This design comes from an exercise in tuning for small area, a short achievable clock period and few clock cycles per item on the open sky130 flow, not from production work. No functional check of the RTL was part of any run shown here. Power and IR drop assume default switching activity.

==> flow/design.v (outline; a module is shown in full before it is edited, if it fits) <==
// module mul_fa: 11 lines
// module mul_ha: 10 lines
// module dadda_mul: 1796 lines
module dadda_mul
(
    input  logic        clk,
    input  logic        rst_n,
    input  logic        in_valid,
    input  logic        mode,
    input  logic [15:0] a,
    input  logic [15:0] b,
    output logic        out_valid,
    output logic [15:0] hi,
    output logic [15:0] lo
);
  // ...
==> flow/run.sh <==
#!/bin/bash
# synth_recipe.tcl (not shown) runs the flow's synth.tcl, then flattens the netlist and writes it again
# the make line also repeats each setting of config.mk as NAME=value (left out here)
make -C /OpenROAD-flow-scripts/flow DESIGN_CONFIG=/design/flow/config.mk WORK_HOME=/design/flow/orfs CLKGATE_MAP_FILE= SYNTH_SCRIPT=/design/flow/synth_recipe.tcl finish
==> flow/config.mk <==
export PLATFORM = sky130hd
export DESIGN_NAME = dadda_mul
export DESIGN_NICKNAME = dadda_mul
export VERILOG_FILES = /design/flow/design.v
export SDC_FILE = /design/flow/constraint.sdc
export NUM_CORES = 4
export LEC_CHECK = 0
export ABC_AREA = 1
export CAP_MARGIN = 20
export CORE_MARGIN = 2
export CORE_UTILIZATION = 60
export CTS_CLUSTER_DIAMETER = 150
export CTS_CLUSTER_SIZE = 30
export SETUP_SLACK_MARGIN = 2.1
export SLEW_MARGIN = 20
export SYNTH_HIERARCHICAL = 1
export SYNTH_MINIMUM_KEEP_SIZE = 0
==> flow/constraint.sdc <==
create_clock -name core_clock -period 4.0 [get_ports {clk}]
set_input_delay 0.8000 -clock core_clock [delete_from_list [all_inputs] [get_ports {clk}]]
set_output_delay 0.8000 -clock core_clock [all_outputs]
set_load 0.01 [all_outputs]
==> impl_metrics.yaml, run 1 <==
global_route:
  grt_pass1_wl_mm: 40.4
  use_met3: 0.0369
  grt-ovfl-total: 0
  use_met1: 0.340
  busiest_layer: "met2"
  grt_pass1_vias: 7852
hold_path:
  hold_end: "pp6_q3$_DFF_P_"
  min_path_cells: 0
floorplanning:
  taps: 270
  die_h_microns: 146
  dieWidth_microns: 146
place:
  hpwlAfterDp_mm: 17.2
  dp_cells: 1423
cts:
  root_buffer: "clkbuf_16"
  cts-htree-levels: 1
  cts_resized: 88
  clock_latency_ps: 490
outcome:
  status: "no timing/DRC/antenna violations"
routing:
  dr.pass1.iters: 5
  dr.max_layer_used: "met5"
  drc: 0
  wirelength_mm: 24.4
  vias_per_cell: 5.30
power_and_ir_drop:
  power_uw: 9550
  combPwrFrac: 0.448
  p_leak_uw: 0.00609
  p_clk_uw: 1380
  swShare: 0.371
logic_synthesis:
  synthCells: 1132
  synth_ff_type: "dfxtp_1"
  synth_simple_gate_area_share: 0.0737
  synth_largest_area_cell: "dfxtp_1"
  synth-xor-area-share: 0.109
  synth_top_family_by_area: "adder cells"
layout:
  sh_seq_area: 0.387
  largest_class: "multi-input gates"
critical_path:
  cp_max_fo: 1
  required_ps: 4370
  cpMostUsedCell: "fa_1"
  max_stage_delay_ps: 580
  cp_top_family: "adder cells"
  path_cells: "fa_1 > fa_2 > fa_1"
timing:
  rsz0062_at_grt: "true"
  period_needed_ps: 1940
job:
  cap_violations: 0
==> inputs of run 2 (changes only) <==
--- a/flow/design.v
+++ b/flow/design.v
@@ -37,24 +37,23 @@
     output logic [15:0] lo
 );
     logic [3:0] vld;
     logic [31:0] prod;
     logic mode_q1;
     logic a_15_q1;
     logic ax1;
     logic bx2;
+    logic b_0_q1;
+    logic b_1_q1;
     logic one3;
     logic two4;
-    logic one3_q1;
     logic a_0_q1;
-    logic b_1_q1;
     logic pp5;
     logic a_1_q1;
-    logic two4_q1;
     logic pp6;
     logic a_2_q1;
     logic pp7;
     logic a_3_q1;
     logic pp8;
     logic a_4_q1;
     logic pp9;
     logic a_5_q1;
@@ -76,22 +75,21 @@
     logic a_13_q1;
     logic pp18;
     logic a_14_q1;
     logic pp19;
     logic pp20;
     logic pp21;
     logic pp22;
     logic ppn23;
+    logic b_2_q1;
+    logic b_3_q1;
     logic one24;
     logic two25;
-    logic one24_q1;
-    logic b_3_q1;
     logic pp26;
-    logic two25_q1;
     logic pp27;
     logic pp28;
     logic pp29;
     logic pp30;
     logic pp31;
     logic pp32;
     logic pp33;
     logic pp34;
@@ -99,22 +97,21 @@
     logic pp36;
     logic pp37;
     logic pp38;
     logic pp39;
     logic pp40;
     logic pp41;
     logic pp42;
     logic pp43;
+    logic b_4_q1;
+    logic b_5_q1;
     logic one44;
     logic two45;
-    logic one44_q1;
-    logic b_5_q1;
     logic pp46;
-    logic two45_q1;
     logic pp47;
     logic pp48;
     logic pp49;
     logic pp50;
     logic pp51;
     logic pp52;
     logic pp53;
     logic pp54;
@@ -122,22 +119,21 @@
     logic pp56;
     logic pp57;
     logic pp58;
     logic pp59;
     logic pp60;
     logic pp61;
     logic pp62;
     logic pp63;
+    logic b_6_q1;
+    logic b_7_q1;
     logic one64;
     logic two65;
-    logic one64_q1;
-    logic b_7_q1;
     logic pp66;
-    logic two65_q1;
     logic pp67;
     logic pp68;
     logic pp69;
     logic pp70;
     logic pp71;
     logic pp72;
     logic pp73;
     logic pp74;
@@ -145,22 +141,21 @@
     logic pp76;
     logic pp77;
     logic pp78;
     logic pp79;
     logic pp80;
     logic pp81;
     logic pp82;
     logic pp83;
+    logic b_8_q1;
+    logic b_9_q1;
     logic one84;
     logic two85;
-    logic one84_q1;
-    logic b_9_q1;
     logic pp86;
-    logic two85_q1;
     logic pp87;
     logic pp88;
     logic pp89;
     logic pp90;
     logic pp91;
     logic pp92;
     logic pp93;
     logic pp94;
@@ -168,22 +163,21 @@
     logic pp96;
     logic pp97;
     logic pp98;
     logic pp99;
     logic pp100;
     logic pp101;
     logic pp102;
     logic pp103;
+    logic b_10_q1;
+    logic b_11_q1;
     logic one104;
     logic two105;
-    logic one104_q1;
-    logic b_11_q1;
     logic pp106;
-    logic two105_q1;
     logic pp107;
     logic pp108;
     logic pp109;
     logic pp110;
     logic pp111;
     logic pp112;
     logic pp113;
     logic pp114;
@@ -191,22 +185,21 @@
     logic pp116;
     logic pp117;
     logic pp118;
     logic pp119;
     logic pp120;
     logic pp121;
     logic pp122;
     logic pp123;
+    logic b_12_q1;
+    logic b_13_q1;
     logic one124;
     logic two125;
-    logic one124_q1;
-    logic b_13_q1;
     logic pp126;
-    logic two125_q1;
     logic pp127;
     logic pp128;
     logic pp129;
     logic pp130;
     logic pp131;
     logic pp132;
     logic pp133;
     logic pp134;
@@ -214,22 +207,21 @@
     logic pp136;
     logic pp137;
     logic pp138;
     logic pp139;
     logic pp140;
     logic pp141;
     logic pp142;
     logic pp143;
+    logic b_14_q1;
+    logic b_15_q1;
     logic one144;
     logic two145;
-    logic one144_q1;
-    logic b_15_q1;
     logic pp146;
-    logic two145_q1;
     logic pp147;
     logic pp148;
     logic pp149;
     logic pp150;
     logic pp151;
     logic pp152;
     logic pp153;
     logic pp154;
@@ -558,16 +550,18 @@
     logic s291_q2;
     logic c290_q2;
     logic s371;
     logic c372;
     logic s293_q2;
     logic c292_q2;
     logic s373;
     logic c374;
+    logic s295_q2;
+    logic c294_q2;
     logic s375;
     logic c376;
     logic c192_q2;
     logic s377;
     logic c378;
     logic s379;
     logic c380;
     logic c198_q2;
@@ -616,17 +610,16 @@
     logic s417;
     logic c418;
     logic s419;
     logic c420;
     logic s421;
     logic c422;
     logic s423;
     logic c424;
-    logic s375_q2;
     logic s425;
     logic c426;
     logic s427;
     logic c428;
     logic s429;
     logic c430;
     logic s431;
     logic c432;
@@ -667,18 +660,22 @@
     logic s467;
     logic c468;
     logic p469;
     logic g470;
     logic s183_q2;
     logic c182_q2;
     logic p471;
     logic g472;
+    logic s299_q3;
+    logic c298_q3;
     logic p473;
     logic g474;
+    logic s301_q3;
+    logic c300_q3;
     logic p475;
     logic g476;
     logic p477;
     logic g478;
     logic p479;
     logic g480;
     logic p481;
     logic g482;
@@ -729,34 +726,24 @@
     logic s451_q3;
     logic c450_q3;
     logic p505;
     logic g506;
     logic s453_q3;
     logic c452_q3;
     logic p507;
     logic g508;
-    logic s455_q3;
-    logic c454_q3;
     logic p509;
     logic g510;
-    logic s457_q3;
-    logic c456_q3;
     logic p511;
     logic g512;
-    logic s459_q3;
-    logic c458_q3;
     logic p513;
     logic g514;
-    logic s461_q3;
-    logic c460_q3;
     logic p515;
     logic g516;
-    logic s463_q3;
-    logic c462_q3;
     logic p517;
     logic g518;
     logic p519;
     logic g520;
     logic p521;
     logic g522;
     logic pp6_q2;
     logic pp6_q3;
@@ -765,23 +752,20 @@
     logic G523;
     logic p469_q2;
     logic p469_q3;
     logic P524;
     logic p471_q3;
     logic s181_q2;
     logic s181_q3;
     logic P525;
-    logic p473_q3;
     logic s297_q3;
     logic P526;
     logic s377_q3;
-    logic g476_q3;
     logic G527;
-    logic p475_q3;
     logic P528;
     logic G529;
     logic p479_q3;
     logic p477_q3;
     logic P530;
     logic s427_q3;
     logic g482_q3;
     logic G531;
@@ -794,34 +778,43 @@
     logic G537;
     logic P538;
     logic G539;
     logic P540;
     logic G541;
     logic P542;
     logic G543;
     logic P544;
+    logic g510_q3;
+    logic p509_q3;
     logic G545;
     logic P546;
+    logic g514_q3;
+    logic p513_q3;
+    logic g512_q3;
     logic G547;
+    logic p511_q3;
     logic P548;
+    logic g518_q3;
+    logic p517_q3;
+    logic g516_q3;
     logic G549;
+    logic p515_q3;
     logic P550;
     logic g522_q3;
     logic p521_q3;
     logic g520_q3;
     logic G551;
     logic p519_q3;
     logic P552;
     logic G553;
     logic P554;
     logic g472_q3;
     logic G555;
     logic P556;
-    logic g474_q3;
     logic G557;
     logic P558;
     logic G559;
     logic P560;
     logic G529_q3;
     logic G561;
     logic P562;
     logic G563;
@@ -972,177 +965,177 @@
     logic sum707;
     logic sum708;
     logic sum709;
     logic sum710;
     logic sum711;
     logic sum712;
     assign ax1 = mode_q1 & a_15_q1;
     assign bx2 = mode & b[15];
-    assign one3 = b[0];
-    assign two4 = b[1] & ~b[0];
-    assign pp5 = ((one3_q1 & a_0_q1)) ^ b_1_q1;
-    assign pp6 = ((one3_q1 & a_1_q1) | (two4_q1 & a_0_q1)) ^ b_1_q1;
-    assign pp7 = ((one3_q1 & a_2_q1) | (two4_q1 & a_1_q1)) ^ b_1_q1;
-    assign pp8 = ((one3_q1 & a_3_q1) | (two4_q1 & a_2_q1)) ^ b_1_q1;
-    assign pp9 = ((one3_q1 & a_4_q1) | (two4_q1 & a_3_q1)) ^ b_1_q1;
-    assign pp10 = ((one3_q1 & a_5_q1) | (two4_q1 & a_4_q1)) ^ b_1_q1;
-    assign pp11 = ((one3_q1 & a_6_q1) | (two4_q1 & a_5_q1)) ^ b_1_q1;
-    assign pp12 = ((one3_q1 & a_7_q1) | (two4_q1 & a_6_q1)) ^ b_1_q1;
-    assign pp13 = ((one3_q1 & a_8_q1) | (two4_q1 & a_7_q1)) ^ b_1_q1;
-    assign pp14 = ((one3_q1 & a_9_q1) | (two4_q1 & a_8_q1)) ^ b_1_q1;
-    assign pp15 = ((one3_q1 & a_10_q1) | (two4_q1 & a_9_q1)) ^ b_1_q1;
-    assign pp16 = ((one3_q1 & a_11_q1) | (two4_q1 & a_10_q1)) ^ b_1_q1;
-    assign pp17 = ((one3_q1 & a_12_q1) | (two4_q1 & a_11_q1)) ^ b_1_q1;
-    assign pp18 = ((one3_q1 & a_13_q1) | (two4_q1 & a_12_q1)) ^ b_1_q1;
-    assign pp19 = ((one3_q1 & a_14_q1) | (two4_q1 & a_13_q1)) ^ b_1_q1;
-    assign pp20 = ((one3_q1 & a_15_q1) | (two4_q1 & a_14_q1)) ^ b_1_q1;
-    assign pp21 = ((one3_q1 & ax1) | (two4_q1 & a_15_q1)) ^ b_1_q1;
-    assign pp22 = ((one3_q1 & ax1) | (two4_q1 & ax1)) ^ b_1_q1;
-    assign ppn23 = ~(((one3_q1 & ax1) | (two4_q1 & ax1)) ^ b_1_q1);
-    assign one24 = b[2] ^ b[1];
-    assign two25 = (b[3] & ~b[2] & ~b[1]) | (~b[3] & b[2] & b[1]);
-    assign pp26 = ((one24_q1 & a_0_q1)) ^ b_3_q1;
-    assign pp27 = ((one24_q1 & a_1_q1) | (two25_q1 & a_0_q1)) ^ b_3_q1;
-    assign pp28 = ((one24_q1 & a_2_q1) | (two25_q1 & a_1_q1)) ^ b_3_q1;
-    assign pp29 = ((one24_q1 & a_3_q1) | (two25_q1 & a_2_q1)) ^ b_3_q1;
-    assign pp30 = ((one24_q1 & a_4_q1) | (two25_q1 & a_3_q1)) ^ b_3_q1;
-    assign pp31 = ((one24_q1 & a_5_q1) | (two25_q1 & a_4_q1)) ^ b_3_q1;
-    assign pp32 = ((one24_q1 & a_6_q1) | (two25_q1 & a_5_q1)) ^ b_3_q1;
-    assign pp33 = ((one24_q1 & a_7_q1) | (two25_q1 & a_6_q1)) ^ b_3_q1;
-    assign pp34 = ((one24_q1 & a_8_q1) | (two25_q1 & a_7_q1)) ^ b_3_q1;
-    assign pp35 = ((one24_q1 & a_9_q1) | (two25_q1 & a_8_q1)) ^ b_3_q1;
-    assign pp36 = ((one24_q1 & a_10_q1) | (two25_q1 & a_9_q1)) ^ b_3_q1;
-    assign pp37 = ((one24_q1 & a_11_q1) | (two25_q1 & a_10_q1)) ^ b_3_q1;
-    assign pp38 = ((one24_q1 & a_12_q1) | (two25_q1 & a_11_q1)) ^ b_3_q1;
-    assign pp39 = ((one24_q1 & a_13_q1) | (two25_q1 & a_12_q1)) ^ b_3_q1;
-    assign pp40 = ((one24_q1 & a_14_q1) | (two25_q1 & a_13_q1)) ^ b_3_q1;
-    assign pp41 = ((one24_q1 & a_15_q1) | (two25_q1 & a_14_q1)) ^ b_3_q1;
-    assign pp42 = ((one24_q1 & ax1) | (two25_q1 & a_15_q1)) ^ b_3_q1;
-    assign pp43 = ~(((one24_q1 & ax1) | (two25_q1 & ax1)) ^ b_3_q1);
-    assign one44 = b[4] ^ b[3];
-    assign two45 = (b[5] & ~b[4] & ~b[3]) | (~b[5] & b[4] & b[3]);
-    assign pp46 = ((one44_q1 & a_0_q1)) ^ b_5_q1;
-    assign pp47 = ((one44_q1 & a_1_q1) | (two45_q1 & a_0_q1)) ^ b_5_q1;
-    assign pp48 = ((one44_q1 & a_2_q1) | (two45_q1 & a_1_q1)) ^ b_5_q1;
-    assign pp49 = ((one44_q1 & a_3_q1) | (two45_q1 & a_2_q1)) ^ b_5_q1;
-    assign pp50 = ((one44_q1 & a_4_q1) | (two45_q1 & a_3_q1)) ^ b_5_q1;
-    assign pp51 = ((one44_q1 & a_5_q1) | (two45_q1 & a_4_q1)) ^ b_5_q1;
-    assign pp52 = ((one44_q1 & a_6_q1) | (two45_q1 & a_5_q1)) ^ b_5_q1;
-    assign pp53 = ((one44_q1 & a_7_q1) | (two45_q1 & a_6_q1)) ^ b_5_q1;
-    assign pp54 = ((one44_q1 & a_8_q1) | (two45_q1 & a_7_q1)) ^ b_5_q1;
-    assign pp55 = ((one44_q1 & a_9_q1) | (two45_q1 & a_8_q1)) ^ b_5_q1;
-    assign pp56 = ((one44_q1 & a_10_q1) | (two45_q1 & a_9_q1)) ^ b_5_q1;
-    assign pp57 = ((one44_q1 & a_11_q1) | (two45_q1 & a_10_q1)) ^ b_5_q1;
-    assign pp58 = ((one44_q1 & a_12_q1) | (two45_q1 & a_11_q1)) ^ b_5_q1;
-    assign pp59 = ((one44_q1 & a_13_q1) | (two45_q1 & a_12_q1)) ^ b_5_q1;
-    assign pp60 = ((one44_q1 & a_14_q1) | (two45_q1 & a_13_q1)) ^ b_5_q1;
-    assign pp61 = ((one44_q1 & a_15_q1) | (two45_q1 & a_14_q1)) ^ b_5_q1;
-    assign pp62 = ((one44_q1 & ax1) | (two45_q1 & a_15_q1)) ^ b_5_q1;
-    assign pp63 = ~(((one44_q1 & ax1) | (two45_q1 & ax1)) ^ b_5_q1);
-    assign one64 = b[6] ^ b[5];
-    assign two65 = (b[7] & ~b[6] & ~b[5]) | (~b[7] & b[6] & b[5]);
-    assign pp66 = ((one64_q1 & a_0_q1)) ^ b_7_q1;
-    assign pp67 = ((one64_q1 & a_1_q1) | (two65_q1 & a_0_q1)) ^ b_7_q1;
-    assign pp68 = ((one64_q1 & a_2_q1) | (two65_q1 & a_1_q1)) ^ b_7_q1;
-    assign pp69 = ((one64_q1 & a_3_q1) | (two65_q1 & a_2_q1)) ^ b_7_q1;
-    assign pp70 = ((one64_q1 & a_4_q1) | (two65_q1 & a_3_q1)) ^ b_7_q1;
-    assign pp71 = ((one64_q1 & a_5_q1) | (two65_q1 & a_4_q1)) ^ b_7_q1;
-    assign pp72 = ((one64_q1 & a_6_q1) | (two65_q1 & a_5_q1)) ^ b_7_q1;
-    assign pp73 = ((one64_q1 & a_7_q1) | (two65_q1 & a_6_q1)) ^ b_7_q1;
-    assign pp74 = ((one64_q1 & a_8_q1) | (two65_q1 & a_7_q1)) ^ b_7_q1;
-    assign pp75 = ((one64_q1 & a_9_q1) | (two65_q1 & a_8_q1)) ^ b_7_q1;
-    assign pp76 = ((one64_q1 & a_10_q1) | (two65_q1 & a_9_q1)) ^ b_7_q1;
-    assign pp77 = ((one64_q1 & a_11_q1) | (two65_q1 & a_10_q1)) ^ b_7_q1;
-    assign pp78 = ((one64_q1 & a_12_q1) | (two65_q1 & a_11_q1)) ^ b_7_q1;
-    assign pp79 = ((one64_q1 & a_13_q1) | (two65_q1 & a_12_q1)) ^ b_7_q1;
-    assign pp80 = ((one64_q1 & a_14_q1) | (two65_q1 & a_13_q1)) ^ b_7_q1;
-    assign pp81 = ((one64_q1 & a_15_q1) | (two65_q1 & a_14_q1)) ^ b_7_q1;
-    assign pp82 = ((one64_q1 & ax1) | (two65_q1 & a_15_q1)) ^ b_7_q1;
-    assign pp83 = ~(((one64_q1 & ax1) | (two65_q1 & ax1)) ^ b_7_q1);
-    assign one84 = b[8] ^ b[7];
-    assign two85 = (b[9] & ~b[8] & ~b[7]) | (~b[9] & b[8] & b[7]);
-    assign pp86 = ((one84_q1 & a_0_q1)) ^ b_9_q1;
-    assign pp87 = ((one84_q1 & a_1_q1) | (two85_q1 & a_0_q1)) ^ b_9_q1;
-    assign pp88 = ((one84_q1 & a_2_q1) | (two85_q1 & a_1_q1)) ^ b_9_q1;
-    assign pp89 = ((one84_q1 & a_3_q1) | (two85_q1 & a_2_q1)) ^ b_9_q1;
-    assign pp90 = ((one84_q1 & a_4_q1) | (two85_q1 & a_3_q1)) ^ b_9_q1;
-    assign pp91 = ((one84_q1 & a_5_q1) | (two85_q1 & a_4_q1)) ^ b_9_q1;
-    assign pp92 = ((one84_q1 & a_6_q1) | (two85_q1 & a_5_q1)) ^ b_9_q1;
-    assign pp93 = ((one84_q1 & a_7_q1) | (two85_q1 & a_6_q1)) ^ b_9_q1;
-    assign pp94 = ((one84_q1 & a_8_q1) | (two85_q1 & a_7_q1)) ^ b_9_q1;
-    assign pp95 = ((one84_q1 & a_9_q1) | (two85_q1 & a_8_q1)) ^ b_9_q1;
-    assign pp96 = ((one84_q1 & a_10_q1) | (two85_q1 & a_9_q1)) ^ b_9_q1;
-    assign pp97 = ((one84_q1 & a_11_q1) | (two85_q1 & a_10_q1)) ^ b_9_q1;
-    assign pp98 = ((one84_q1 & a_12_q1) | (two85_q1 & a_11_q1)) ^ b_9_q1;
-    assign pp99 = ((one84_q1 & a_13_q1) | (two85_q1 & a_12_q1)) ^ b_9_q1;
-    assign pp100 = ((one84_q1 & a_14_q1) | (two85_q1 & a_13_q1)) ^ b_9_q1;
-    assign pp101 = ((one84_q1 & a_15_q1) | (two85_q1 & a_14_q1)) ^ b_9_q1;
-    assign pp102 = ((one84_q1 & ax1) | (two85_q1 & a_15_q1)) ^ b_9_q1;
-    assign pp103 = ~(((one84_q1 & ax1) | (two85_q1 & ax1)) ^ b_9_q1);
-    assign one104 = b[10] ^ b[9];
-    assign two105 = (b[11] & ~b[10] & ~b[9]) | (~b[11] & b[10] & b[9]);
-    assign pp106 = ((one104_q1 & a_0_q1)) ^ b_11_q1;
-    assign pp107 = ((one104_q1 & a_1_q1) | (two105_q1 & a_0_q1)) ^ b_11_q1;
-    assign pp108 = ((one104_q1 & a_2_q1) | (two105_q1 & a_1_q1)) ^ b_11_q1;
-    assign pp109 = ((one104_q1 & a_3_q1) | (two105_q1 & a_2_q1)) ^ b_11_q1;
-    assign pp110 = ((one104_q1 & a_4_q1) | (two105_q1 & a_3_q1)) ^ b_11_q1;
-    assign pp111 = ((one104_q1 & a_5_q1) | (two105_q1 & a_4_q1)) ^ b_11_q1;
-    assign pp112 = ((one104_q1 & a_6_q1) | (two105_q1 & a_5_q1)) ^ b_11_q1;
-    assign pp113 = ((one104_q1 & a_7_q1) | (two105_q1 & a_6_q1)) ^ b_11_q1;
-    assign pp114 = ((one104_q1 & a_8_q1) | (two105_q1 & a_7_q1)) ^ b_11_q1;
-    assign pp115 = ((one104_q1 & a_9_q1) | (two105_q1 & a_8_q1)) ^ b_11_q1;
-    assign pp116 = ((one104_q1 & a_10_q1) | (two105_q1 & a_9_q1)) ^ b_11_q1;
-    assign pp117 = ((one104_q1 & a_11_q1) | (two105_q1 & a_10_q1)) ^ b_11_q1;
-    assign pp118 = ((one104_q1 & a_12_q1) | (two105_q1 & a_11_q1)) ^ b_11_q1;
-    assign pp119 = ((one104_q1 & a_13_q1) | (two105_q1 & a_12_q1)) ^ b_11_q1;
-    assign pp120 = ((one104_q1 & a_14_q1) | (two105_q1 & a_13_q1)) ^ b_11_q1;
-    assign pp121 = ((one104_q1 & a_15_q1) | (two105_q1 & a_14_q1)) ^ b_11_q1;
-    assign pp122 = ((one104_q1 & ax1) | (two105_q1 & a_15_q1)) ^ b_11_q1;
-    assign pp123 = ~(((one104_q1 & ax1) | (two105_q1 & ax1)) ^ b_11_q1);
-    assign one124 = b[12] ^ b[11];
-    assign two125 = (b[13] & ~b[12] & ~b[11]) | (~b[13] & b[12] & b[11]);
-    assign pp126 = ((one124_q1 & a_0_q1)) ^ b_13_q1;
-    assign pp127 = ((one124_q1 & a_1_q1) | (two125_q1 & a_0_q1)) ^ b_13_q1;
-    assign pp128 = ((one124_q1 & a_2_q1) | (two125_q1 & a_1_q1)) ^ b_13_q1;
-    assign pp129 = ((one124_q1 & a_3_q1) | (two125_q1 & a_2_q1)) ^ b_13_q1;
-    assign pp130 = ((one124_q1 & a_4_q1) | (two125_q1 & a_3_q1)) ^ b_13_q1;
-    assign pp131 = ((one124_q1 & a_5_q1) | (two125_q1 & a_4_q1)) ^ b_13_q1;
-    assign pp132 = ((one124_q1 & a_6_q1) | (two125_q1 & a_5_q1)) ^ b_13_q1;
-    assign pp133 = ((one124_q1 & a_7_q1) | (two125_q1 & a_6_q1)) ^ b_13_q1;
-    assign pp134 = ((one124_q1 & a_8_q1) | (two125_q1 & a_7_q1)) ^ b_13_q1;
-    assign pp135 = ((one124_q1 & a_9_q1) | (two125_q1 & a_8_q1)) ^ b_13_q1;
-    assign pp136 = ((one124_q1 & a_10_q1) | (two125_q1 & a_9_q1)) ^ b_13_q1;
-    assign pp137 = ((one124_q1 & a_11_q1) | (two125_q1 & a_10_q1)) ^ b_13_q1;
-    assign pp138 = ((one124_q1 & a_12_q1) | (two125_q1 & a_11_q1)) ^ b_13_q1;
-    assign pp139 = ((one124_q1 & a_13_q1) | (two125_q1 & a_12_q1)) ^ b_13_q1;
-    assign pp140 = ((one124_q1 & a_14_q1) | (two125_q1 & a_13_q1)) ^ b_13_q1;
-    assign pp141 = ((one124_q1 & a_15_q1) | (two125_q1 & a_14_q1)) ^ b_13_q1;
-    assign pp142 = ((one124_q1 & ax1) | (two125_q1 & a_15_q1)) ^ b_13_q1;
-    assign pp143 = ~(((one124_q1 & ax1) | (two125_q1 & ax1)) ^ b_13_q1);
-    assign one144 = b[14] ^ b[13];
-    assign two145 = (b[15] & ~b[14] & ~b[13]) | (~b[15] & b[14] & b[13]);
-    assign pp146 = ((one144_q1 & a_0_q1)) ^ b_15_q1;
-    assign pp147 = ((one144_q1 & a_1_q1) | (two145_q1 & a_0_q1)) ^ b_15_q1;
-    assign pp148 = ((one144_q1 & a_2_q1) | (two145_q1 & a_1_q1)) ^ b_15_q1;
-    assign pp149 = ((one144_q1 & a_3_q1) | (two145_q1 & a_2_q1)) ^ b_15_q1;
-    assign pp150 = ((one144_q1 & a_4_q1) | (two145_q1 & a_3_q1)) ^ b_15_q1;
-    assign pp151 = ((one144_q1 & a_5_q1) | (two145_q1 & a_4_q1)) ^ b_15_q1;
-    assign pp152 = ((one144_q1 & a_6_q1) | (two145_q1 & a_5_q1)) ^ b_15_q1;
-    assign pp153 = ((one144_q1 & a_7_q1) | (two145_q1 & a_6_q1)) ^ b_15_q1;
-    assign pp154 = ((one144_q1 & a_8_q1) | (two145_q1 & a_7_q1)) ^ b_15_q1;
-    assign pp155 = ((one144_q1 & a_9_q1) | (two145_q1 & a_8_q1)) ^ b_15_q1;
-    assign pp156 = ((one144_q1 & a_10_q1) | (two145_q1 & a_9_q1)) ^ b_15_q1;
-    assign pp157 = ((one144_q1 & a_11_q1) | (two145_q1 & a_10_q1)) ^ b_15_q1;
-    assign pp158 = ((one144_q1 & a_12_q1) | (two145_q1 & a_11_q1)) ^ b_15_q1;
-    assign pp159 = ((one144_q1 & a_13_q1) | (two145_q1 & a_12_q1)) ^ b_15_q1;
-    assign pp160 = ((one144_q1 & a_14_q1) | (two145_q1 & a_13_q1)) ^ b_15_q1;
-    assign pp161 = ((one144_q1 & a_15_q1) | (two145_q1 & a_14_q1)) ^ b_15_q1;
-    assign pp162 = ((one144_q1 & ax1) | (two145_q1 & a_15_q1)) ^ b_15_q1;
-    assign pp163 = ~(((one144_q1 & ax1) | (two145_q1 & ax1)) ^ b_15_q1);
+    assign one3 = b_0_q1;
+    assign two4 = b_1_q1 & ~b_0_q1;
+    assign pp5 = ((one3 & a_0_q1)) ^ b_1_q1;
+    assign pp6 = ((one3 & a_1_q1) | (two4 & a_0_q1)) ^ b_1_q1;
+    assign pp7 = ((one3 & a_2_q1) | (two4 & a_1_q1)) ^ b_1_q1;
+    assign pp8 = ((one3 & a_3_q1) | (two4 & a_2_q1)) ^ b_1_q1;
+    assign pp9 = ((one3 & a_4_q1) | (two4 & a_3_q1)) ^ b_1_q1;
+    assign pp10 = ((one3 & a_5_q1) | (two4 & a_4_q1)) ^ b_1_q1;
+    assign pp11 = ((one3 & a_6_q1) | (two4 & a_5_q1)) ^ b_1_q1;
+    assign pp12 = ((one3 & a_7_q1) | (two4 & a_6_q1)) ^ b_1_q1;
+    assign pp13 = ((one3 & a_8_q1) | (two4 & a_7_q1)) ^ b_1_q1;
+    assign pp14 = ((one3 & a_9_q1) | (two4 & a_8_q1)) ^ b_1_q1;
+    assign pp15 = ((one3 & a_10_q1) | (two4 & a_9_q1)) ^ b_1_q1;
+    assign pp16 = ((one3 & a_11_q1) | (two4 & a_10_q1)) ^ b_1_q1;
+    assign pp17 = ((one3 & a_12_q1) | (two4 & a_11_q1)) ^ b_1_q1;
+    assign pp18 = ((one3 & a_13_q1) | (two4 & a_12_q1)) ^ b_1_q1;
+    assign pp19 = ((one3 & a_14_q1) | (two4 & a_13_q1)) ^ b_1_q1;
+    assign pp20 = ((one3 & a_15_q1) | (two4 & a_14_q1)) ^ b_1_q1;
+    assign pp21 = ((one3 & ax1) | (two4 & a_15_q1)) ^ b_1_q1;
+    assign pp22 = ((one3 & ax1) | (two4 & ax1)) ^ b_1_q1;
+    assign ppn23 = ~(((one3 & ax1) | (two4 & ax1)) ^ b_1_q1);
+    assign one24 = b_2_q1 ^ b_1_q1;
+    assign two25 = (b_3_q1 & ~b_2_q1 & ~b_1_q1) | (~b_3_q1 & b_2_q1 & b_1_q1);
+    assign pp26 = ((one24 & a_0_q1)) ^ b_3_q1;
+    assign pp27 = ((one24 & a_1_q1) | (two25 & a_0_q1)) ^ b_3_q1;
+    assign pp28 = ((one24 & a_2_q1) | (two25 & a_1_q1)) ^ b_3_q1;
+    assign pp29 = ((one24 & a_3_q1) | (two25 & a_2_q1)) ^ b_3_q1;
+    assign pp30 = ((one24 & a_4_q1) | (two25 & a_3_q1)) ^ b_3_q1;
+    assign pp31 = ((one24 & a_5_q1) | (two25 & a_4_q1)) ^ b_3_q1;
+    assign pp32 = ((one24 & a_6_q1) | (two25 & a_5_q1)) ^ b_3_q1;
+    assign pp33 = ((one24 & a_7_q1) | (two25 & a_6_q1)) ^ b_3_q1;
+    assign pp34 = ((one24 & a_8_q1) | (two25 & a_7_q1)) ^ b_3_q1;
+    assign pp35 = ((one24 & a_9_q1) | (two25 & a_8_q1)) ^ b_3_q1;
+    assign pp36 = ((one24 & a_10_q1) | (two25 & a_9_q1)) ^ b_3_q1;
+    assign pp37 = ((one24 & a_11_q1) | (two25 & a_10_q1)) ^ b_3_q1;
+    assign pp38 = ((one24 & a_12_q1) | (two25 & a_11_q1)) ^ b_3_q1;
+    assign pp39 = ((one24 & a_13_q1) | (two25 & a_12_q1)) ^ b_3_q1;
+    assign pp40 = ((one24 & a_14_q1) | (two25 & a_13_q1)) ^ b_3_q1;
+    assign pp41 = ((one24 & a_15_q1) | (two25 & a_14_q1)) ^ b_3_q1;
+    assign pp42 = ((one24 & ax1) | (two25 & a_15_q1)) ^ b_3_q1;
+    assign pp43 = ~(((one24 & ax1) | (two25 & ax1)) ^ b_3_q1);
+    assign one44 = b_4_q1 ^ b_3_q1;
+    assign two45 = (b_5_q1 & ~b_4_q1 & ~b_3_q1) | (~b_5_q1 & b_4_q1 & b_3_q1);
+    assign pp46 = ((one44 & a_0_q1)) ^ b_5_q1;
+    assign pp47 = ((one44 & a_1_q1) | (two45 & a_0_q1)) ^ b_5_q1;
+    assign pp48 = ((one44 & a_2_q1) | (two45 & a_1_q1)) ^ b_5_q1;
+    assign pp49 = ((one44 & a_3_q1) | (two45 & a_2_q1)) ^ b_5_q1;
+    assign pp50 = ((one44 & a_4_q1) | (two45 & a_3_q1)) ^ b_5_q1;
+    assign pp51 = ((one44 & a_5_q1) | (two45 & a_4_q1)) ^ b_5_q1;
+    assign pp52 = ((one44 & a_6_q1) | (two45 & a_5_q1)) ^ b_5_q1;
+    assign pp53 = ((one44 & a_7_q1) | (two45 & a_6_q1)) ^ b_5_q1;
+    assign pp54 = ((one44 & a_8_q1) | (two45 & a_7_q1)) ^ b_5_q1;
+    assign pp55 = ((one44 & a_9_q1) | (two45 & a_8_q1)) ^ b_5_q1;
+    assign pp56 = ((one44 & a_10_q1) | (two45 & a_9_q1)) ^ b_5_q1;
+    assign pp57 = ((one44 & a_11_q1) | (two45 & a_10_q1)) ^ b_5_q1;
+    assign pp58 = ((one44 & a_12_q1) | (two45 & a_11_q1)) ^ b_5_q1;
+    assign pp59 = ((one44 & a_13_q1) | (two45 & a_12_q1)) ^ b_5_q1;
+    assign pp60 = ((one44 & a_14_q1) | (two45 & a_13_q1)) ^ b_5_q1;
+    assign pp61 = ((one44 & a_15_q1) | (two45 & a_14_q1)) ^ b_5_q1;
+    assign pp62 = ((one44 & ax1) | (two45 & a_15_q1)) ^ b_5_q1;
+    assign pp63 = ~(((one44 & ax1) | (two45 & ax1)) ^ b_5_q1);
+    assign one64 = b_6_q1 ^ b_5_q1;
+    assign two65 = (b_7_q1 & ~b_6_q1 & ~b_5_q1) | (~b_7_q1 & b_6_q1 & b_5_q1);
+    assign pp66 = ((one64 & a_0_q1)) ^ b_7_q1;
+    assign pp67 = ((one64 & a_1_q1) | (two65 & a_0_q1)) ^ b_7_q1;
+    assign pp68 = ((one64 & a_2_q1) | (two65 & a_1_q1)) ^ b_7_q1;
+    assign pp69 = ((one64 & a_3_q1) | (two65 & a_2_q1)) ^ b_7_q1;
+    assign pp70 = ((one64 & a_4_q1) | (two65 & a_3_q1)) ^ b_7_q1;
+    assign pp71 = ((one64 & a_5_q1) | (two65 & a_4_q1)) ^ b_7_q1;
+    assign pp72 = ((one64 & a_6_q1) | (two65 & a_5_q1)) ^ b_7_q1;
+    assign pp73 = ((one64 & a_7_q1) | (two65 & a_6_q1)) ^ b_7_q1;
+    assign pp74 = ((one64 & a_8_q1) | (two65 & a_7_q1)) ^ b_7_q1;
+    assign pp75 = ((one64 & a_9_q1) | (two65 & a_8_q1)) ^ b_7_q1;
+    assign pp76 = ((one64 & a_10_q1) | (two65 & a_9_q1)) ^ b_7_q1;
+    assign pp77 = ((one64 & a_11_q1) | (two65 & a_10_q1)) ^ b_7_q1;
+    assign pp78 = ((one64 & a_12_q1) | (two65 & a_11_q1)) ^ b_7_q1;
+    assign pp79 = ((one64 & a_13_q1) | (two65 & a_12_q1)) ^ b_7_q1;
+    assign pp80 = ((one64 & a_14_q1) | (two65 & a_13_q1)) ^ b_7_q1;
+    assign pp81 = ((one64 & a_15_q1) | (two65 & a_14_q1)) ^ b_7_q1;
+    assign pp82 = ((one64 & ax1) | (two65 & a_15_q1)) ^ b_7_q1;
+    assign pp83 = ~(((one64 & ax1) | (two65 & ax1)) ^ b_7_q1);
+    assign one84 = b_8_q1 ^ b_7_q1;
+    assign two85 = (b_9_q1 & ~b_8_q1 & ~b_7_q1) | (~b_9_q1 & b_8_q1 & b_7_q1);
+    assign pp86 = ((one84 & a_0_q1)) ^ b_9_q1;
+    assign pp87 = ((one84 & a_1_q1) | (two85 & a_0_q1)) ^ b_9_q1;
+    assign pp88 = ((one84 & a_2_q1) | (two85 & a_1_q1)) ^ b_9_q1;
+    assign pp89 = ((one84 & a_3_q1) | (two85 & a_2_q1)) ^ b_9_q1;
+    assign pp90 = ((one84 & a_4_q1) | (two85 & a_3_q1)) ^ b_9_q1;
+    assign pp91 = ((one84 & a_5_q1) | (two85 & a_4_q1)) ^ b_9_q1;
+    assign pp92 = ((one84 & a_6_q1) | (two85 & a_5_q1)) ^ b_9_q1;
+    assign pp93 = ((one84 & a_7_q1) | (two85 & a_6_q1)) ^ b_9_q1;
+    assign pp94 = ((one84 & a_8_q1) | (two85 & a_7_q1)) ^ b_9_q1;
+    assign pp95 = ((one84 & a_9_q1) | (two85 & a_8_q1)) ^ b_9_q1;
+    assign pp96 = ((one84 & a_10_q1) | (two85 & a_9_q1)) ^ b_9_q1;
+    assign pp97 = ((one84 & a_11_q1) | (two85 & a_10_q1)) ^ b_9_q1;
+    assign pp98 = ((one84 & a_12_q1) | (two85 & a_11_q1)) ^ b_9_q1;
+    assign pp99 = ((one84 & a_13_q1) | (two85 & a_12_q1)) ^ b_9_q1;
+    assign pp100 = ((one84 & a_14_q1) | (two85 & a_13_q1)) ^ b_9_q1;
+    assign pp101 = ((one84 & a_15_q1) | (two85 & a_14_q1)) ^ b_9_q1;
+    assign pp102 = ((one84 & ax1) | (two85 & a_15_q1)) ^ b_9_q1;
+    assign pp103 = ~(((one84 & ax1) | (two85 & ax1)) ^ b_9_q1);
+    assign one104 = b_10_q1 ^ b_9_q1;
+    assign two105 = (b_11_q1 & ~b_10_q1 & ~b_9_q1) | (~b_11_q1 & b_10_q1 & b_9_q1);
+    assign pp106 = ((one104 & a_0_q1)) ^ b_11_q1;
+    assign pp107 = ((one104 & a_1_q1) | (two105 & a_0_q1)) ^ b_11_q1;
+    assign pp108 = ((one104 & a_2_q1) | (two105 & a_1_q1)) ^ b_11_q1;
+    assign pp109 = ((one104 & a_3_q1) | (two105 & a_2_q1)) ^ b_11_q1;
+    assign pp110 = ((one104 & a_4_q1) | (two105 & a_3_q1)) ^ b_11_q1;
+    assign pp111 = ((one104 & a_5_q1) | (two105 & a_4_q1)) ^ b_11_q1;
+    assign pp112 = ((one104 & a_6_q1) | (two105 & a_5_q1)) ^ b_11_q1;
+    assign pp113 = ((one104 & a_7_q1) | (two105 & a_6_q1)) ^ b_11_q1;
+    assign pp114 = ((one104 & a_8_q1) | (two105 & a_7_q1)) ^ b_11_q1;
+    assign pp115 = ((one104 & a_9_q1) | (two105 & a_8_q1)) ^ b_11_q1;
+    assign pp116 = ((one104 & a_10_q1) | (two105 & a_9_q1)) ^ b_11_q1;
+    assign pp117 = ((one104 & a_11_q1) | (two105 & a_10_q1)) ^ b_11_q1;
+    assign pp118 = ((one104 & a_12_q1) | (two105 & a_11_q1)) ^ b_11_q1;
+    assign pp119 = ((one104 & a_13_q1) | (two105 & a_12_q1)) ^ b_11_q1;
+    assign pp120 = ((one104 & a_14_q1) | (two105 & a_13_q1)) ^ b_11_q1;
+    assign pp121 = ((one104 & a_15_q1) | (two105 & a_14_q1)) ^ b_11_q1;
+    assign pp122 = ((one104 & ax1) | (two105 & a_15_q1)) ^ b_11_q1;
+    assign pp123 = ~(((one104 & ax1) | (two105 & ax1)) ^ b_11_q1);
+    assign one124 = b_12_q1 ^ b_11_q1;
+    assign two125 = (b_13_q1 & ~b_12_q1 & ~b_11_q1) | (~b_13_q1 & b_12_q1 & b_11_q1);
+    assign pp126 = ((one124 & a_0_q1)) ^ b_13_q1;
+    assign pp127 = ((one124 & a_1_q1) | (two125 & a_0_q1)) ^ b_13_q1;
+    assign pp128 = ((one124 & a_2_q1) | (two125 & a_1_q1)) ^ b_13_q1;
+    assign pp129 = ((one124 & a_3_q1) | (two125 & a_2_q1)) ^ b_13_q1;
+    assign pp130 = ((one124 & a_4_q1) | (two125 & a_3_q1)) ^ b_13_q1;
+    assign pp131 = ((one124 & a_5_q1) | (two125 & a_4_q1)) ^ b_13_q1;
+    assign pp132 = ((one124 & a_6_q1) | (two125 & a_5_q1)) ^ b_13_q1;
+    assign pp133 = ((one124 & a_7_q1) | (two125 & a_6_q1)) ^ b_13_q1;
+    assign pp134 = ((one124 & a_8_q1) | (two125 & a_7_q1)) ^ b_13_q1;
+    assign pp135 = ((one124 & a_9_q1) | (two125 & a_8_q1)) ^ b_13_q1;
+    assign pp136 = ((one124 & a_10_q1) | (two125 & a_9_q1)) ^ b_13_q1;
+    assign pp137 = ((one124 & a_11_q1) | (two125 & a_10_q1)) ^ b_13_q1;
+    assign pp138 = ((one124 & a_12_q1) | (two125 & a_11_q1)) ^ b_13_q1;
+    assign pp139 = ((one124 & a_13_q1) | (two125 & a_12_q1)) ^ b_13_q1;
+    assign pp140 = ((one124 & a_14_q1) | (two125 & a_13_q1)) ^ b_13_q1;
+    assign pp141 = ((one124 & a_15_q1) | (two125 & a_14_q1)) ^ b_13_q1;
+    assign pp142 = ((one124 & ax1) | (two125 & a_15_q1)) ^ b_13_q1;
+    assign pp143 = ~(((one124 & ax1) | (two125 & ax1)) ^ b_13_q1);
+    assign one144 = b_14_q1 ^ b_13_q1;
+    assign two145 = (b_15_q1 & ~b_14_q1 & ~b_13_q1) | (~b_15_q1 & b_14_q1 & b_13_q1);
+    assign pp146 = ((one144 & a_0_q1)) ^ b_15_q1;
+    assign pp147 = ((one144 & a_1_q1) | (two145 & a_0_q1)) ^ b_15_q1;
+    assign pp148 = ((one144 & a_2_q1) | (two145 & a_1_q1)) ^ b_15_q1;
+    assign pp149 = ((one144 & a_3_q1) | (two145 & a_2_q1)) ^ b_15_q1;
+    assign pp150 = ((one144 & a_4_q1) | (two145 & a_3_q1)) ^ b_15_q1;
+    assign pp151 = ((one144 & a_5_q1) | (two145 & a_4_q1)) ^ b_15_q1;
+    assign pp152 = ((one144 & a_6_q1) | (two145 & a_5_q1)) ^ b_15_q1;
+    assign pp153 = ((one144 & a_7_q1) | (two145 & a_6_q1)) ^ b_15_q1;
+    assign pp154 = ((one144 & a_8_q1) | (two145 & a_7_q1)) ^ b_15_q1;
+    assign pp155 = ((one144 & a_9_q1) | (two145 & a_8_q1)) ^ b_15_q1;
+    assign pp156 = ((one144 & a_10_q1) | (two145 & a_9_q1)) ^ b_15_q1;
+    assign pp157 = ((one144 & a_11_q1) | (two145 & a_10_q1)) ^ b_15_q1;
+    assign pp158 = ((one144 & a_12_q1) | (two145 & a_11_q1)) ^ b_15_q1;
+    assign pp159 = ((one144 & a_13_q1) | (two145 & a_12_q1)) ^ b_15_q1;
+    assign pp160 = ((one144 & a_14_q1) | (two145 & a_13_q1)) ^ b_15_q1;
+    assign pp161 = ((one144 & a_15_q1) | (two145 & a_14_q1)) ^ b_15_q1;
+    assign pp162 = ((one144 & ax1) | (two145 & a_15_q1)) ^ b_15_q1;
+    assign pp163 = ~(((one144 & ax1) | (two145 & ax1)) ^ b_15_q1);
     assign d8164 = b_15_q1 & ~mode_q1;
     assign pp165 = d8164 & a_0_q1;
     assign pp166 = d8164 & a_1_q1;
     assign pp167 = d8164 & a_2_q1;
     assign pp168 = d8164 & a_3_q1;
     assign pp169 = d8164 & a_4_q1;
     assign pp170 = d8164 & a_5_q1;
     assign pp171 = d8164 & a_6_q1;
@@ -1253,17 +1246,17 @@
     mul_fa u_s359 (.a(s271_q2), .b(s273_q2), .ci(c268_q2), .s(s359), .co(c360));
     mul_fa u_s361 (.a(s275_q2), .b(s277_q2), .ci(c272_q2), .s(s361), .co(c362));
     mul_fa u_s363 (.a(s279_q2), .b(s281_q2), .ci(c276_q2), .s(s363), .co(c364));
     mul_fa u_s365 (.a(s283_q2), .b(s285_q2), .ci(c280_q2), .s(s365), .co(c366));
     mul_fa u_s367 (.a(s287_q2), .b(pp176_q2), .ci(c284_q2), .s(s367), .co(c368));
     mul_fa u_s369 (.a(s289_q2), .b(pp177_q2), .ci(c288_q2), .s(s369), .co(c370));
     mul_ha u_s371 (.a(s291_q2), .b(c290_q2), .s(s371), .co(c372));
     mul_ha u_s373 (.a(s293_q2), .b(c292_q2), .s(s373), .co(c374));
-    mul_ha u_s375 (.a(s295), .b(c294), .s(s375), .co(c376));
+    mul_ha u_s375 (.a(s295_q2), .b(c294_q2), .s(s375), .co(c376));
     mul_fa u_s377 (.a(s303), .b(c192_q2), .ci(c302), .s(s377), .co(c378));
     mul_ha u_s379 (.a(s305), .b(c304), .s(s379), .co(c380));
     mul_fa u_s381 (.a(s307), .b(c198_q2), .ci(c306), .s(s381), .co(c382));
     mul_fa u_s383 (.a(s309), .b(s311), .ci(c308), .s(s383), .co(c384));
     mul_fa u_s385 (.a(s313), .b(c206_q2), .ci(c310), .s(s385), .co(c386));
     mul_fa u_s387 (.a(s315), .b(s317), .ci(c314), .s(s387), .co(c388));
     mul_fa u_s389 (.a(s319), .b(s321), .ci(c316), .s(s389), .co(c390));
     mul_fa u_s391 (.a(s323), .b(s325), .ci(c320), .s(s391), .co(c392));
@@ -1278,17 +1271,17 @@
     mul_fa u_s409 (.a(s359), .b(c270_q2), .ci(c356), .s(s409), .co(c410));
     mul_fa u_s411 (.a(s361), .b(c274_q2), .ci(c360), .s(s411), .co(c412));
     mul_fa u_s413 (.a(s363), .b(c278_q2), .ci(c362), .s(s413), .co(c414));
     mul_fa u_s415 (.a(s365), .b(c282_q2), .ci(c364), .s(s415), .co(c416));
     mul_fa u_s417 (.a(s367), .b(c286_q2), .ci(c366), .s(s417), .co(c418));
     mul_ha u_s419 (.a(s369), .b(c368), .s(s419), .co(c420));
     mul_ha u_s421 (.a(s371), .b(c370), .s(s421), .co(c422));
     mul_ha u_s423 (.a(s373), .b(c372), .s(s423), .co(c424));
-    mul_ha u_s425 (.a(s375_q2), .b(c374), .s(s425), .co(c426));
+    mul_ha u_s425 (.a(s375), .b(c374), .s(s425), .co(c426));
     mul_fa u_s427 (.a(s385), .b(c312), .ci(c384), .s(s427), .co(c428));
     mul_ha u_s429 (.a(s387), .b(c386), .s(s429), .co(c430));
     mul_fa u_s431 (.a(s389), .b(c318), .ci(c388), .s(s431), .co(c432));
     mul_fa u_s433 (.a(s391), .b(c322), .ci(c390), .s(s433), .co(c434));
     mul_fa u_s435 (.a(s393), .b(c326), .ci(c392), .s(s435), .co(c436));
     mul_fa u_s437 (.a(s395), .b(c330), .ci(c394), .s(s437), .co(c438));
     mul_fa u_s439 (.a(s397), .b(c334), .ci(c396), .s(s439), .co(c440));
     mul_fa u_s441 (.a(s399), .b(c338), .ci(c398), .s(s441), .co(c442));
@@ -1304,20 +1297,20 @@
     mul_ha u_s461 (.a(s419), .b(c418), .s(s461), .co(c462));
     mul_ha u_s463 (.a(s421), .b(c420), .s(s463), .co(c464));
     mul_ha u_s465 (.a(s423), .b(c422), .s(s465), .co(c466));
     mul_ha u_s467 (.a(s425), .b(c424), .s(s467), .co(c468));
     assign p469 = pp5 ^ b_1_q1;
     assign g470 = pp5 & b_1_q1;
     assign p471 = s183_q2 ^ c182_q2;
     assign g472 = s183_q2 & c182_q2;
-    assign p473 = s299 ^ c298;
-    assign g474 = s299 & c298;
-    assign p475 = s301 ^ c300;
-    assign g476 = s301 & c300;
+    assign p473 = s299_q3 ^ c298_q3;
+    assign g474 = s299_q3 & c298_q3;
+    assign p475 = s301_q3 ^ c300_q3;
+    assign g476 = s301_q3 & c300_q3;
     assign p477 = s379 ^ c378;
     assign g478 = s379 & c378;
     assign p479 = s381 ^ c380;
     assign g480 = s381 & c380;
     assign p481 = s383 ^ c382;
     assign g482 = s383 & c382;
     assign p483 = s429_q3 ^ c428_q3;
     assign g484 = s429_q3 & c428_q3;
@@ -1340,67 +1333,67 @@
     assign p501 = s447_q3 ^ c446_q3;
     assign g502 = s447_q3 & c446_q3;
     assign p503 = s449_q3 ^ c448_q3;
     assign g504 = s449_q3 & c448_q3;
     assign p505 = s451_q3 ^ c450_q3;
     assign g506 = s451_q3 & c450_q3;
     assign p507 = s453_q3 ^ c452_q3;
     assign g508 = s453_q3 & c452_q3;
-    assign p509 = s455_q3 ^ c454_q3;
-    assign g510 = s455_q3 & c454_q3;
-    assign p511 = s457_q3 ^ c456_q3;
-    assign g512 = s457_q3 & c456_q3;
-    assign p513 = s459_q3 ^ c458_q3;
-    assign g514 = s459_q3 & c458_q3;
-    assign p515 = s461_q3 ^ c460_q3;
-    assign g516 = s461_q3 & c460_q3;
-    assign p517 = s463_q3 ^ c462_q3;
-    assign g518 = s463_q3 & c462_q3;
+    assign p509 = s455 ^ c454;
+    assign g510 = s455 & c454;
+    assign p511 = s457 ^ c456;
+    assign g512 = s457 & c456;
+    assign p513 = s459 ^ c458;
+    assign g514 = s459 & c458;
+    assign p515 = s461 ^ c460;
+    assign g516 = s461 & c460;
+    assign p517 = s463 ^ c462;
+    assign g518 = s463 & c462;
     assign p519 = s465 ^ c464;
     assign g520 = s465 & c464;
     assign p521 = s467 ^ c466;
     assign g522 = s467 & c466;
     assign G523 = pp6_q3 & g470_q3;
     assign P524 = pp6_q3 & p469_q3;
     assign P525 = p471_q3 & s181_q3;
-    assign P526 = p473_q3 & s297_q3;
-    assign G527 = s377_q3 & g476_q3;
-    assign P528 = s377_q3 & p475_q3;
+    assign P526 = p473 & s297_q3;
+    assign G527 = s377_q3 & g476;
+    assign P528 = s377_q3 & p475;
     assign G529 = g480 | (p479 & g478);
     assign P530 = p479_q3 & p477_q3;
     assign G531 = s427_q3 & g482_q3;
     assign P532 = s427_q3 & p481_q3;
     assign G533 = g486 | (p485 & g484);
     assign P534 = p485 & p483;
     assign G535 = g490 | (p489 & g488);
     assign P536 = p489 & p487;
     assign G537 = g494 | (p493 & g492);
     assign P538 = p493 & p491;
     assign G539 = g498 | (p497 & g496);
     assign P540 = p497 & p495;
     assign G541 = g502 | (p501 & g500);
     assign P542 = p501 & p499;
     assign G543 = g506 | (p505 & g504);
     assign P544 = p505 & p503;
-    assign G545 = g510 | (p509 & g508);
-    assign P546 = p509 & p507;
-    assign G547 = g514 | (p513 & g512);
-    assign P548 = p513 & p511;
-    assign G549 = g518 | (p517 & g516);
-    assign P550 = p517 & p515;
+    assign G545 = g510_q3 | (p509_q3 & g508);
+    assign P546 = p509_q3 & p507;
+    assign G547 = g514_q3 | (p513_q3 & g512_q3);
+    assign P548 = p513_q3 & p511_q3;
+    assign G549 = g518_q3 | (p517_q3 & g516_q3);
+    assign P550 = p517_q3 & p515_q3;
     assign G551 = g522_q3 | (p521_q3 & g520_q3);
     assign P552 = p521_q3 & p519_q3;
     assign G553 = s181_q3 & G523;
     assign P554 = s181_q3 & P524;
     assign G555 = g472_q3 | (P525 & G523);
     assign P556 = P525 & P524;
-    assign G557 = g476_q3 | (p475_q3 & g474_q3);
-    assign P558 = p475_q3 & P526;
-    assign G559 = G527 | (P528 & g474_q3);
+    assign G557 = g476 | (p475 & g474);
+    assign P558 = p475 & P526;
+    assign G559 = G527 | (P528 & g474);
     assign P560 = P528 & P526;
     assign G561 = g482_q3 | (p481_q3 & G529_q3);
     assign P562 = p481_q3 & P530;
     assign G563 = G531 | (P532 & G529_q3);
     assign P564 = P532 & P530;
     assign G565 = g488 | (p487 & G533);
     assign P566 = p487 & P534;
     assign G567 = G535 | (P536 & G533);
@@ -1408,27 +1401,27 @@
     assign G569 = g496 | (p495 & G537);
     assign P570 = p495 & P538;
     assign G571 = G539 | (P540 & G537);
     assign P572 = P540 & P538;
     assign G573 = g504 | (p503 & G541);
     assign P574 = p503 & P542;
     assign G575 = G543 | (P544 & G541);
     assign P576 = P544 & P542;
-    assign G577 = g512 | (p511 & G545);
-    assign P578 = p511 & P546;
+    assign G577 = g512_q3 | (p511_q3 & G545);
+    assign P578 = p511_q3 & P546;
     assign G579 = G547 | (P548 & G545);
     assign P580 = P548 & P546;
     assign G581 = g520_q3 | (p519_q3 & G549);
     assign P582 = p519_q3 & P550;
     assign G583 = G551 | (P552 & G549);
     assign P584 = P552 & P550;
     assign G585 = s297_q3 & G555;
     assign P586 = s297_q3 & P556;
-    assign G587 = g474_q3 | (P526 & G555);
+    assign G587 = g474 | (P526 & G555);
     assign P588 = P526 & P556;
     assign G589 = G557 | (P558 & G555);
     assign P590 = P558 & P556;
     assign G591 = G559 | (P560 & G555);
     assign P592 = P560 & P556;
     assign G593 = g484 | (p483 & G563);
     assign P594 = p483 & P564;
     assign G595 = G533 | (P534 & G563);
@@ -1440,18 +1433,18 @@
     assign G601 = g500 | (p499 & G571);
     assign P602 = p499 & P572;
     assign G603 = G541 | (P542 & G571);
     assign P604 = P542 & P572;
     assign G605 = G573 | (P574 & G571);
     assign P606 = P574 & P572;
     assign G607 = G575 | (P576 & G571);
     assign P608 = P576 & P572;
-    assign G609 = g516 | (p515 & G579);
-    assign P610 = p515 & P580;
+    assign G609 = g516_q3 | (p515_q3 & G579);
+    assign P610 = p515_q3 & P580;
     assign G611 = G549 | (P550 & G579);
     assign P612 = P550 & P580;
     assign G613 = G581 | (P582 & G579);
     assign P614 = P582 & P580;
     assign G615 = G583 | (P584 & G579);
     assign P616 = P584 & P580;
     assign G617 = g478_q3 | (p477_q3 & G591);
     assign P618 = p477_q3 & P592;
@@ -1517,18 +1510,18 @@
     assign P678 = P646 & P632;
     assign G679 = G647 | (P648 & G631);
     assign P680 = P648 & P632;
     assign sum681 = p469_q3;
     assign sum682 = pp6_q3 ^ g470_q3;
     assign sum683 = s181_q3 ^ G523;
     assign sum684 = p471_q3 ^ G553;
     assign sum685 = s297_q3 ^ G555;
-    assign sum686 = p473_q3 ^ G585;
-    assign sum687 = p475_q3 ^ G587;
+    assign sum686 = p473 ^ G585;
+    assign sum687 = p475 ^ G587;
     assign sum688 = s377_q3 ^ G589;
     assign sum689 = p477_q3 ^ G591;
     assign sum690 = p479_q3 ^ G617;
     assign sum691 = p481_q3 ^ G619;
     assign sum692 = s427_q3 ^ G621;
     assign sum693 = p483 ^ G623;
     assign sum694 = p485 ^ G625;
     assign sum695 = p487 ^ G627;
@@ -1537,73 +1530,65 @@
     assign sum698 = p493 ^ G649;
     assign sum699 = p495 ^ G651;
     assign sum700 = p497 ^ G653;
     assign sum701 = p499 ^ G655;
     assign sum702 = p501 ^ G657;
     assign sum703 = p503 ^ G659;
     assign sum704 = p505 ^ G661;
     assign sum705 = p507 ^ G663;
-    assign sum706 = p509 ^ G665;
-    assign sum707 = p511 ^ G667;
-    assign sum708 = p513 ^ G669;
-    assign sum709 = p515 ^ G671;
-    assign sum710 = p517 ^ G673;
+    assign sum706 = p509_q3 ^ G665;
+    assign sum707 = p511_q3 ^ G667;
+    assign sum708 = p513_q3 ^ G669;
+    assign sum709 = p515_q3 ^ G671;
+    assign sum710 = p517_q3 ^ G673;
     assign sum711 = p519_q3 ^ G675;
     assign sum712 = p521_q3 ^ G677;
     always_ff @(posedge clk or negedge rst_n)
     begin
         if (!rst_n)
             vld <= '0;
         else
             vld <= {vld[2:0], in_valid};
     end
     always_ff @(posedge clk)
     begin
         mode_q1 <= mode;
         a_15_q1 <= a[15];
-        one3_q1 <= one3;
-        a_0_q1 <= a[0];
+        b_0_q1 <= b[0];
         b_1_q1 <= b[1];
+        a_0_q1 <= a[0];
         a_1_q1 <= a[1];
-        two4_q1 <= two4;
         a_2_q1 <= a[2];
         a_3_q1 <= a[3];
         a_4_q1 <= a[4];
         a_5_q1 <= a[5];
         a_6_q1 <= a[6];
         a_7_q1 <= a[7];
         a_8_q1 <= a[8];
         a_9_q1 <= a[9];
         a_10_q1 <= a[10];
         a_11_q1 <= a[11];
         a_12_q1 <= a[12];
         a_13_q1 <= a[13];
         a_14_q1 <= a[14];
-        one24_q1 <= one24;
+        b_2_q1 <= b[2];
         b_3_q1 <= b[3];
-        two25_q1 <= two25;
-        one44_q1 <= one44;
+        b_4_q1 <= b[4];
         b_5_q1 <= b[5];
-        two45_q1 <= two45;
-        one64_q1 <= one64;
+        b_6_q1 <= b[6];
         b_7_q1 <= b[7];
-        two65_q1 <= two65;
-        one84_q1 <= one84;
+        b_8_q1 <= b[8];
         b_9_q1 <= b[9];
-        two85_q1 <= two85;
-        one104_q1 <= one104;
+        b_10_q1 <= b[10];
         b_11_q1 <= b[11];
-        two105_q1 <= two105;
-        one124_q1 <= one124;
+        b_12_q1 <= b[12];
         b_13_q1 <= b[13];
-        two125_q1 <= two125;
-        one144_q1 <= one144;
+        b_14_q1 <= b[14];
         b_15_q1 <= b[15];
-        two145_q1 <= two145;
         s185_q2 <= s185;
         b_5_q2 <= b_5_q1;
         c184_q2 <= c184;
         s187_q2 <= s187;
         c186_q2 <= c186;
         s189_q2 <= s189;
         s191_q2 <= s191;
         c188_q2 <= c188;
@@ -1704,27 +1689,32 @@
         c284_q2 <= c284;
         s289_q2 <= s289;
         pp177_q2 <= pp177;
         c288_q2 <= c288;
         s291_q2 <= s291;
         c290_q2 <= c290;
         s293_q2 <= s293;
         c292_q2 <= c292;
+        s295_q2 <= s295;
+        c294_q2 <= c294;
         c192_q2 <= c192;
         c198_q2 <= c198;
         c206_q2 <= c206;
         c270_q2 <= c270;
         c274_q2 <= c274;
         c278_q2 <= c278;
         c282_q2 <= c282;
         c286_q2 <= c286;
-        s375_q2 <= s375;
         s183_q2 <= s183;
         c182_q2 <= c182;
+        s299_q3 <= s299;
+        c298_q3 <= c298;
+        s301_q3 <= s301;
+        c300_q3 <= c300;
         s429_q3 <= s429;
         c428_q3 <= c428;
         s431_q3 <= s431;
         c430_q3 <= c430;
         s433_q3 <= s433;
         c432_q3 <= c432;
         s435_q3 <= s435;
         c434_q3 <= c434;
@@ -1741,51 +1731,47 @@
         s447_q3 <= s447;
         c446_q3 <= c446;
         s449_q3 <= s449;
         c448_q3 <= c448;
         s451_q3 <= s451;
         c450_q3 <= c450;
         s453_q3 <= s453;
         c452_q3 <= c452;
-        s455_q3 <= s455;
-        c454_q3 <= c454;
-        s457_q3 <= s457;
-        c456_q3 <= c456;
-        s459_q3 <= s459;
-        c458_q3 <= c458;
-        s461_q3 <= s461;
-        c460_q3 <= c460;
-        s463_q3 <= s463;
-        c462_q3 <= c462;
         pp6_q2 <= pp6;
         pp6_q3 <= pp6_q2;
         g470_q2 <= g470;
         g470_q3 <= g470_q2;
         p469_q2 <= p469;
         p469_q3 <= p469_q2;
         p471_q3 <= p471;
         s181_q2 <= s181;
         s181_q3 <= s181_q2;
-        p473_q3 <= p473;
         s297_q3 <= s297;
         s377_q3 <= s377;
-        g476_q3 <= g476;
-        p475_q3 <= p475;
         p479_q3 <= p479;
         p477_q3 <= p477;
         s427_q3 <= s427;
         g482_q3 <= g482;
         p481_q3 <= p481;
+        g510_q3 <= g510;
+        p509_q3 <= p509;
+        g514_q3 <= g514;
+        p513_q3 <= p513;
+        g512_q3 <= g512;
+        p511_q3 <= p511;
+        g518_q3 <= g518;
+        p517_q3 <= p517;
+        g516_q3 <= g516;
+        p515_q3 <= p515;
         g522_q3 <= g522;
         p521_q3 <= p521;
         g520_q3 <= g520;
         p519_q3 <= p519;
         g472_q3 <= g472;
-        g474_q3 <= g474;
         G529_q3 <= G529;
         g478_q3 <= g478;
         prod[0] <= sum681;
         prod[1] <= sum682;
         prod[2] <= sum683;
         prod[3] <= sum684;
         prod[4] <= sum685;
         prod[5] <= sum686;
==> flow/config.mk (replaced) <==
export PLATFORM = sky130hd
export DESIGN_NAME = dadda_mul
export DESIGN_NICKNAME = dadda_mul
export VERILOG_FILES = /design/flow/design.v
export SDC_FILE = /design/flow/constraint.sdc
export NUM_CORES = 4
export LEC_CHECK = 0
export ABC_AREA = 1
export CAP_MARGIN = 20
export CORE_MARGIN = 2
export CORE_UTILIZATION = 40
export CTS_CLUSTER_DIAMETER = 150
export CTS_CLUSTER_SIZE = 30
export SETUP_SLACK_MARGIN = 1.9
export SLEW_MARGIN = 20
export SYNTH_HIERARCHICAL = 1
export SYNTH_MINIMUM_KEEP_SIZE = 0
==> impl_metrics.yaml, run 2 <==
layout:
  largest_reg_flops: 32
  regMostFlops: "prod"
  antennaDiodeCount: 0
  multiInputGateArea_sq_um: 6770
  area_growth_pct: 13.2
  register_area_sq_um: 5090
  fin_nets: 1392
  nFillCells: 2814
  largest_registers: "prod (32), vld (4)"
  drive_above_1_share: 0.129
  fin_cells: 1578
  layout_common_cells: "dfxtp_1 (246), xor2_1 (140), nand2_1 (133), fa_1 (108), o22ai_1 (77)"
  final_common_cell: "dfxtp_1"
timing:
  tns_ps: 0
  period_needed_ps: 2060
  clock_skew_ps: 26.5
  post-route-period-util: 0.516
  fmax_mhz: 485
  finalSetupViolCount: 0
  hold_viol: 0
  relSlewSlack: 0.557
  rsz0062_at_grt: "false"
  final_max_slew_viol_count: 0
  worst_slew_pin_slew_ps: 663
logic_synthesis:
  synth_edf_count: 0
  seq_area_frac_synth: 0.413
  synthesis.area_sq_um: 12300
  synth_seq_cells: 253
  synth_top_area_frac: 0.405
  synth.most_common_cell: "dfxtp_1"
  synth_largest_area_cell: "dfxtp_1"
  synthCells: 1126
  synth_warnings: 7
  synth_common_cells: "dfxtp_1 (249), nand2_1 (143), xor2_1 (140), fa_1 (108), o22ai_1 (85)"
  ys_top_cells_by_area: "dfxtp_1 (41%), fa_1 (18%), xor2_1 (10%), ha_1 (6.8%), nand2_1 (4.4%)"
  synthesis.nets: 1337
  synth_ff_type: "dfxtp_1"
  yosysUniqueCellTypes: 32
  synthArstFlopShare: 0.0158
  syn_avg_cell_area_sq_um: 10.9
global_route:
  grt_usage: 0.157
  grt_pass1_wl_mm: 40.0
  use_met3: 0.0203
  grt_max_degree: 32
  use_met1: 0.213
  antenna_found_initial: 0
  busiest_layer: "met2"
  grt-ovfl-total: 0
  grt_pass1_vias: 7739
  use_met2: 0.272
power_and_ir_drop:
  p_leak_uw: 0.00618
  combPwrFrac: 0.443
  peakVddDrop_v: 0.000325
  p_switching_uw: 3490
  p_int_uw: 5860
  power.density_nw_per_um2: 671
  pwr-share-clk: 0.151
  swShare: 0.374
  seqPwrFrac: 0.405
routing:
  dr.pass1.iters: 5
  ant_nets: 0
  dr_total_vias: 7766
  wl_per_cell_microns: 16.2
  drc: 0
  drt-initial-drc-count: 530
  vias_per_cell: 4.92
  wirelength_mm: 25.5
floorplanning:
  dieWidth_microns: 179
  initial_utilization: 0.404
  num_io_pins: 69
  design.die.area_sq_um: 32200
  core.rowCount: 64
  coreArea_sq_um: 30400
  die_h_microns: 179
cts:
  cts_made_buffers: 12
  clock_latency_ps: 500
  cts-htree-levels: 1
  clk_pin_slew_ps: 120
  numClockSinks: 253
  cts_buffer_depth: 3
  tritoncts: "built"
  root_buffer: "clkbuf_16"
hold_path:
  min_path_type: "flop to flop"
critical_path:
  required_ps: 4370
  critPathCaptureType: "flop"
  startpoint_type: "flop"
  reg2reg_slack_ps: 1940
  crit_arrival_ps: 2430
  worstSetupPathType: "flop to flop"
  cp_max_fo: 21
outcome:
  status: "no timing/DRC/antenna violations"
place:
  hpwlAfterDp_mm: 18.1
  io_buffers: 68
  dp_cells: 1546
  place.gp.congestion: 0.826
job:
  cap_violations: 0
-- run 2: logic make-up (layout without fill, tap and decap cells) --
logic type,Yosys count,after routing,synth area share
AND/OR/NAND/NOR,249,252,0.0857
adder cells (fa/ha/maj),175,175,0.244
AO/OA/AOI/OAI,165,165,0.102
XOR/XNOR,144,144,0.103
flip-flops,253,253,0.413
buffers and inverters,140,193,0.0528
-- run 2: through the flow --
stage / util / total power, uW / hold WS [ps] / setup slack, ps / instance area, sq um
finish: 0.458 / 9350 / 317 / 1940 / 13900
global route: 0.458 / 10400 / 320 / 1880 / 13900
CTS: 0.447 / 9450 / 319 / 1900 / 13600
detailed placement: 0.434 / 8110 / 314 / 1590 / 13200
global placement: 0.434 / 7990 / 316 / 1580 / 13200
floorplan: - / 6810 / 310 / 2060 / 12300
-- run 2: area by class of cell --
| cell class | count | share of cell area |
|---|---|---|
| Inverter | 88 | 0.0267 |
| Multi-Input combinational cell | 736 | 0.486 |
| Tap cell | 396 | 0.0356 |
| Clock buffer | 14 | 0.0236 |
| Timing Repair Buffer | 90 | 0.0618 |
| Sequential cell | 253 | 0.365 |
| Clock inverter | 1 | 0.00144 |
-- run 2: what timing repair did --
action                     4_1_cts  5_1_grt
cloned                           0        3
resized for setup               57       45
buffers inserted                 0       14
hold buffers                     0        0
pin swaps                        1       11
setup endpoints to repair      122       56
-- run 2: worst max-delay path, cell delays in order (launching register included) --
cell and delay, ps:
dfxtp_1 340, buf_8 170, or2_4 300, nand2_4 110, nand2_4 130, buf_4 170, o22ai_2 100, xor2_1 190
fa_1 420
-- run 2: path summary, 6_finish.rpt --
kind                                      start                to  cells past startpoint
worst max-delay path            b_13_q1$_DFF_P_   s265_q2$_DFF_P_                      8
worst min-delay path             pp6_q2$_DFF_P_    pp6_q3$_DFF_P_                      0
worst max register to register  b_13_q1$_DFF_P_   s265_q2$_DFF_P_                      8
worst min register to register   pp6_q2$_DFF_P_    pp6_q3$_DFF_P_                      0
max in group asynchronous                 rst_n  vld[1]$_DFF_PN0_                      1
min in group asynchronous                 rst_n  vld[3]$_DFF_PN0_                      1
-- run 2: metal layers --
metal / part of all wire / up-vias / wire length [microns]
li1: - / 3752 / -
met1: 0.46 / 3797 / 11700
met2: 0.48 / 196 / 12200
met3: 0.053 / 21 / 1350
met4: 0.011 / 0 / 291
met5: 0 / - / 0
-- run 2: Yosys stat by module (local to each module, per instance) --
module     copies in the design  cells  cell area, sq um
dadda_mul                     1    988              9770
mul_fa                      107      1              20.0
mul_ha                       31      1              12.5
-- run 2: power by group through the flow --
stage	Sequential (uW)	Clock, uW	Combinational, uW
final	3790	1410	4140
after global routing	3880	1560	4910
after CTS	3800	1480	4160
after detailed placement	3870	0	4240
after global placement	3860	0	4130
after floorplan	3840	0	2980

Re-timed with assumed drivers on the ports (clkbuf_16 on the clock, buf_2 on other inputs), run 2 has 1.936 ns of setup slack against 1.936 ns with ideal ports, and 1.936 ns once port delays also move by the mid clock arrival of 0.534 ns.
